From an optimization exercise on the open Yosys and OpenROAD flow, aimed at small area; shortcuts taken in it are not production practice. Power figures rest on the tool's default switching activity, not on a simulated workload.

==> flow/design.v (excerpt) <==
module ctrl_regs_top (
  input  wire                                             clk,
  input  wire                                             rst_n,
  input  wire ctrl_pkg::addr_t                            awaddr_i,
  input  wire                                             awvalid_i,
  output wire                                             awready_o,
  input  wire ctrl_pkg::data_t                            wdata_i,
  input  wire ctrl_pkg::strb_t                            wstrb_i,
  input  wire                                             wvalid_i,
  output wire                                             wready_o,
  output wire                                             bvalid_o,
  input  wire                                             bready_i,
  input  wire ctrl_pkg::addr_t                            araddr_i,
  input  wire                                             arvalid_i,
  output wire                                             arready_o,
  output wire ctrl_pkg::data_t                            rdata_o,
  output wire                                             rvalid_o,
  input  wire                                             rready_i,
  output wire                                             ap_start_o,
  input  wire                                             ap_done_i,
  input  wire                                             ap_ready_i,
  input  wire                                             ap_idle_i,
  output wire                                             irq_o,
  output wire [2*6*32-1:0]          port_regs_o
);
export LEC_CHECK = 0
export ABC_AREA = 1
export CAP_MARGIN = 5
export CORE_MARGIN = 2
export CORE_UTILIZATION = 60
export SLEW_MARGIN = 5
export SYNTH_HIERARCHICAL = 1
export SYNTH_MINIMUM_KEEP_SIZE = 0
create_clock -name core_clock -period 10.0 [get_ports {clk}]
standard.sh (not shown) runs the stock make flow with config.mk's settings and CLKGATE_MAP_FILE= SYNTH_SCRIPT=/design/flow/synth_recipe.tcl, a recipe that flattens the netlist after the stock synthesis.
==> flow/flow/run.sh <==
#!/bin/bash
# The standard layout, with three changes:
#  - synthesis maps the logic with an area-oriented ABC script (flow/abc_area.script);
#    registers, their names and cells are those of the standard synthesis
#  - the port buffers use the smallest buffer cell
#  - clock tree: fewer, smaller clock buffers and no dummy loads
set -euo pipefail
rm -rf myscripts
cp -r "$FLOW_HOME/scripts" myscripts
cp flow/abc_area.script myscripts/abc_area.script
bash standard.sh SCRIPTS_DIR="$PWD/myscripts" synth > synth_make.log 2>&1
export BUFFER_PORTS_ARGS="-buffer_cell sky130_fd_sc_hd__buf_1"
export CTS_ARGS="-sink_clustering_enable -repair_clock_nets -dont_use_dummy_load -sink_clustering_size 16 -sink_clustering_max_diameter 80 -buf_list sky130_fd_sc_hd__clkbuf_8"
bash standard.sh > layout_make.log 2>&1
==> flow/flow/abc_area.script <==
strash
&get -n
&dch -f
&nf -R 1000
&put
topo
==> next run, changes <==
CAP_MARGIN = 20   (was 5)
SLEW_MARGIN = 20   (was 5)
After rerunning: Count of clock-buffer cells in the layout does not change. Synthesized area stays the same. Routed wire length came out higher slightly. Fmax drops slightly. Utilization went up by 0.20 points. Critical path depth is unchanged.
==> next run, changes <==
CAP_MARGIN = 5   (was 20)
GPL_TIMING_DRIVEN = 0   (was not set)
SLEW_MARGIN = 5   (was 20)
Effect: Global-route usage is higher by 0.94 points; final cell count climbs by 2.0%; total power stays flat; clock power drops by about 1%; register-to-register slack degrades by 0.06 ns; setup slack improved by 0.29 ns; die area is unchanged; sequential power is about the same.
No run of this note included a check of the RTL's function; only the layout flow was run.

* * *

The RTL this note starts from:
==> flow/design.v <==
`default_nettype none
package ctrl_pkg;
  typedef logic [8-1:0] addr_t;
  typedef logic [32-1:0] data_t;
  typedef logic [32/8-1:0] strb_t;
endpackage
`default_nettype wire
`default_nettype none
module ctrl_regs_top (
  input  wire                                             clk,
  input  wire                                             rst_n,
  input  wire ctrl_pkg::addr_t                            awaddr_i,
  input  wire                                             awvalid_i,
  output wire                                             awready_o,
  input  wire ctrl_pkg::data_t                            wdata_i,
  input  wire ctrl_pkg::strb_t                            wstrb_i,
  input  wire                                             wvalid_i,
  output wire                                             wready_o,
  output wire                                             bvalid_o,
  input  wire                                             bready_i,
  input  wire ctrl_pkg::addr_t                            araddr_i,
  input  wire                                             arvalid_i,
  output wire                                             arready_o,
  output wire ctrl_pkg::data_t                            rdata_o,
  output wire                                             rvalid_o,
  input  wire                                             rready_i,
  output wire                                             ap_start_o,
  input  wire                                             ap_done_i,
  input  wire                                             ap_ready_i,
  input  wire                                             ap_idle_i,
  output wire                                             irq_o,
  output wire [2*6*32-1:0]          port_regs_o
);
  logic [1:0] wst_q;
  logic [3:0] widx_q;
  logic       aw_hit;
  logic       w_hs;
  assign awready_o = ~wst_q[1] & ~wst_q[0];
  assign wready_o  = wst_q[0];
  assign bvalid_o  = wst_q[1] & ~wst_q[0];
  assign aw_hit = (awaddr_i[7:6] == 2'b00) && (awaddr_i[1:0] == 2'b00);
  assign w_hs   = wvalid_i & wst_q[0] & ~wst_q[1];
  always_ff @(posedge clk) begin
    if (!rst_n) begin
      wst_q <= 2'b00;
    end else begin
      case (wst_q)
        2'b00:   if (awvalid_i) wst_q <= {~aw_hit, 1'b1};
        2'b10:   if (bready_i)  wst_q <= 2'b00;
        default: if (wvalid_i)  wst_q <= 2'b10;
      endcase
    end
  end
  always_ff @(posedge clk) begin
    if (awready_o) begin
      widx_q <= awaddr_i[5:2];
    end
  end
  logic [15:0] wsel;
  logic [31:0] wd;
  logic [3:0]  lane;
  always_comb begin
    wsel = '0;
    wsel[widx_q] = w_hs;
  end
  assign lane = wstrb_i;
  assign wd   = wdata_i & {32{rst_n}};
  logic [31:0] preg_q [12];
  for (genvar k = 0; k < 12; k++) begin : g_word
    for (genvar b = 0; b < 4; b++) begin : g_lane
      logic en;
      assign en = (wsel[k+4] & lane[b]) | ~rst_n;
      always_ff @(posedge clk) begin
        if (en) begin
          preg_q[k][8*b +: 8] <= wd[8*b +: 8];
        end
      end
    end
  end
  for (genvar p = 0; p < 2; p++) begin : g_port
    assign port_regs_o[192*p +: 192] = {preg_q[6*p+1], preg_q[6*p+0],
                                        preg_q[6*p+3], preg_q[6*p+2],
                                        preg_q[6*p+4], preg_q[6*p+5]};
  end
  logic       start_q;
  logic       done_q;
  logic       auto_restart_q;
  logic       gie_q;
  logic [1:0] ier_q;
  logic [1:0] isr_q;
  logic       wr_ctrl;
  logic       wr_gie;
  logic       wr_ier;
  logic       wr_isr;
  logic       rd_ctrl;
  assign wr_ctrl = wsel[0] & lane[0];
  assign wr_gie  = wsel[1] & lane[0];
  assign wr_ier  = wsel[2] & lane[0];
  assign wr_isr  = wsel[3] & lane[0];
  assign rd_ctrl = arvalid_i & arready_o & (araddr_i == 8'h00);
  assign ap_start_o = start_q;
  assign irq_o      = gie_q & (isr_q[0] | isr_q[1]);
  always_ff @(posedge clk) begin
    if (wr_ctrl | ~rst_n) auto_restart_q <= wd[7];
    if (wr_gie  | ~rst_n) gie_q          <= wd[0];
    if (wr_ier  | ~rst_n) ier_q          <= wd[1:0];
  end
  always_ff @(posedge clk) begin
    if (!rst_n) begin
      start_q <= 1'b0;
      done_q  <= 1'b0;
      isr_q   <= 2'b00;
    end else begin
      if (wr_ctrl && wdata_i[0]) begin
        start_q <= 1'b1;
      end else if (ap_ready_i) begin
        start_q <= auto_restart_q;
      end
      if (ap_done_i) begin
        done_q <= 1'b1;
      end else if (rd_ctrl) begin
        done_q <= 1'b0;
      end
      isr_q <= {ier_q[1] & ap_ready_i, ier_q[0] & ap_done_i} |
               (isr_q ^ (wdata_i[1:0] & {2{wr_isr}}));
    end
  end
  logic        rd_q;
  logic [31:0] rword;
  logic [31:0] rdata_q;
  logic        ar_hit;
  assign arready_o = ~rd_q;
  assign rvalid_o  = rd_q;
  assign rdata_o   = rdata_q;
  always_ff @(posedge clk) begin
    if (!rst_n) begin
      rd_q <= 1'b0;
    end else if (rd_q) begin
      rd_q <= ~rready_i;
    end else begin
      rd_q <= arvalid_i;
    end
  end
  assign ar_hit = (araddr_i[7:6] == 2'b00) && (araddr_i[1:0] == 2'b00);
  always_comb begin
    rword = '0;
    case (araddr_i[5:2])
      4'd0:    rword = {24'b0, auto_restart_q, 3'b000, ap_ready_i, ap_idle_i, done_q, start_q};
      4'd1:    rword = {31'b0, gie_q};
      4'd2:    rword = {30'b0, ier_q};
      4'd3:    rword = {30'b0, isr_q};
      4'd4:    rword = preg_q[0];
      4'd5:    rword = preg_q[1];
      4'd6:    rword = preg_q[2];
      4'd7:    rword = preg_q[3];
      4'd8:    rword = preg_q[4];
      4'd9:    rword = preg_q[5];
      4'd10:   rword = preg_q[6];
      4'd11:   rword = preg_q[7];
      4'd12:   rword = preg_q[8];
      4'd13:   rword = preg_q[9];
      4'd14:   rword = preg_q[10];
      default: rword = preg_q[11];
    endcase
    if (!ar_hit) rword = '0;
  end
  always_ff @(posedge clk) begin
    if (arvalid_i & arready_o) begin
      rdata_q <= rword;
    end
  end
endmodule
`default_nettype wire
==> flow/config.mk <==
export PLATFORM = sky130hd
export DESIGN_NAME = ctrl_regs_top
export DESIGN_NICKNAME = ctrl_regs_top
export VERILOG_FILES = /design/flow/design.v
export SDC_FILE = /design/flow/constraint.sdc
export NUM_CORES = 4
export LEC_CHECK = 0
export ABC_AREA = 1
export CAP_MARGIN = 20
export CORE_MARGIN = 2
export CORE_UTILIZATION = 70
export CTS_BUF_LIST = sky130_fd_sc_hd__clkbuf_8
export CTS_CLUSTER_SIZE = 40
export SLEW_MARGIN = 20
==> flow/constraint.sdc <==
create_clock -name core_clock -period 10.0 [get_ports {clk}]
set_input_delay 2.0000 -clock core_clock [delete_from_list [all_inputs] [get_ports {clk}]]
set_output_delay 2.0000 -clock core_clock [all_outputs]
set_load 0.01 [all_outputs]
run.sh (not shown) runs the stock make flow with config.mk's settings and CLKGATE_MAP_FILE= SYNTH_SCRIPT=/design/flow/synth_recipe.tcl, a recipe that flattens the netlist after the stock synthesis.
Stock flow here: none of the scripts above is used.
The first run did not get past 4_1_cts (DPL-0033).
==> next run, changes <==
==> flow/flow/run.sh (new file) <==
#!/bin/bash
set -euo pipefail
export BUFFER_PORTS_ARGS="-buffer_cell sky130_fd_sc_hd__buf_1"
bash standard.sh > standard_make.log 2>&1
==> flow/standard.sh (new file) <==
#!/bin/bash
# synth_recipe.tcl (not shown) runs the flow's synth.tcl, then flattens the netlist and writes it again
# the make line also repeats each setting of config.mk as NAME=value (left out here)
make -C /OpenROAD-flow-scripts/flow DESIGN_CONFIG=/design/flow/config.mk WORK_HOME=/design/flow/orfs CLKGATE_MAP_FILE= SYNTH_SCRIPT=/design/flow/synth_recipe.tcl "${@:-finish}"
removed: flow/run.sh
Result: This time the run ran to the end with no violations; synthesized cell count is unchanged; area after synthesis stays the same.
No run of this note included a check of the RTL's function; only the layout flow was run.

==> port drivers added, routing unchanged <==
Ports are ideal in the flow. The routed layouts listed here were re-timed in OpenROAD. Step 1 sets driving cells, clkbuf_16 on the clock port and buf_2 on the other inputs (assumed; they add their load-dependent delay and slew). Step 2 moves the port delays by t, midway between the first and last clock arrival at a register: inputs arrive t later, outputs are due t later. That takes back most of the time a late clock gives input paths. Three values: no drivers, after step 1, after step 2; two values: the first two.
| run | shift t [ns] | slack for setup (ns) | worst setup path at the end |
|---|---|---|---|
| the first run of note 1 | 0.651 | 5.644 / 5.671 / 5.020 | input to register |
| the second run of note 1 | 0.661 | 5.612 / 5.639 / 4.978 | input to register |
| the third run of note 1 | 0.641 | 5.901 / 5.927 / 5.286 | input to register |
| the second run of note 2 | 0.653 | 5.762 / 5.753 / 5.100 | input to register |
After both steps every run listed still meets setup and hold. For the second run of note 2, which loses most, drivers alone change the setup slack by -0.009 ns; drivers and shift together by -0.662 ns.
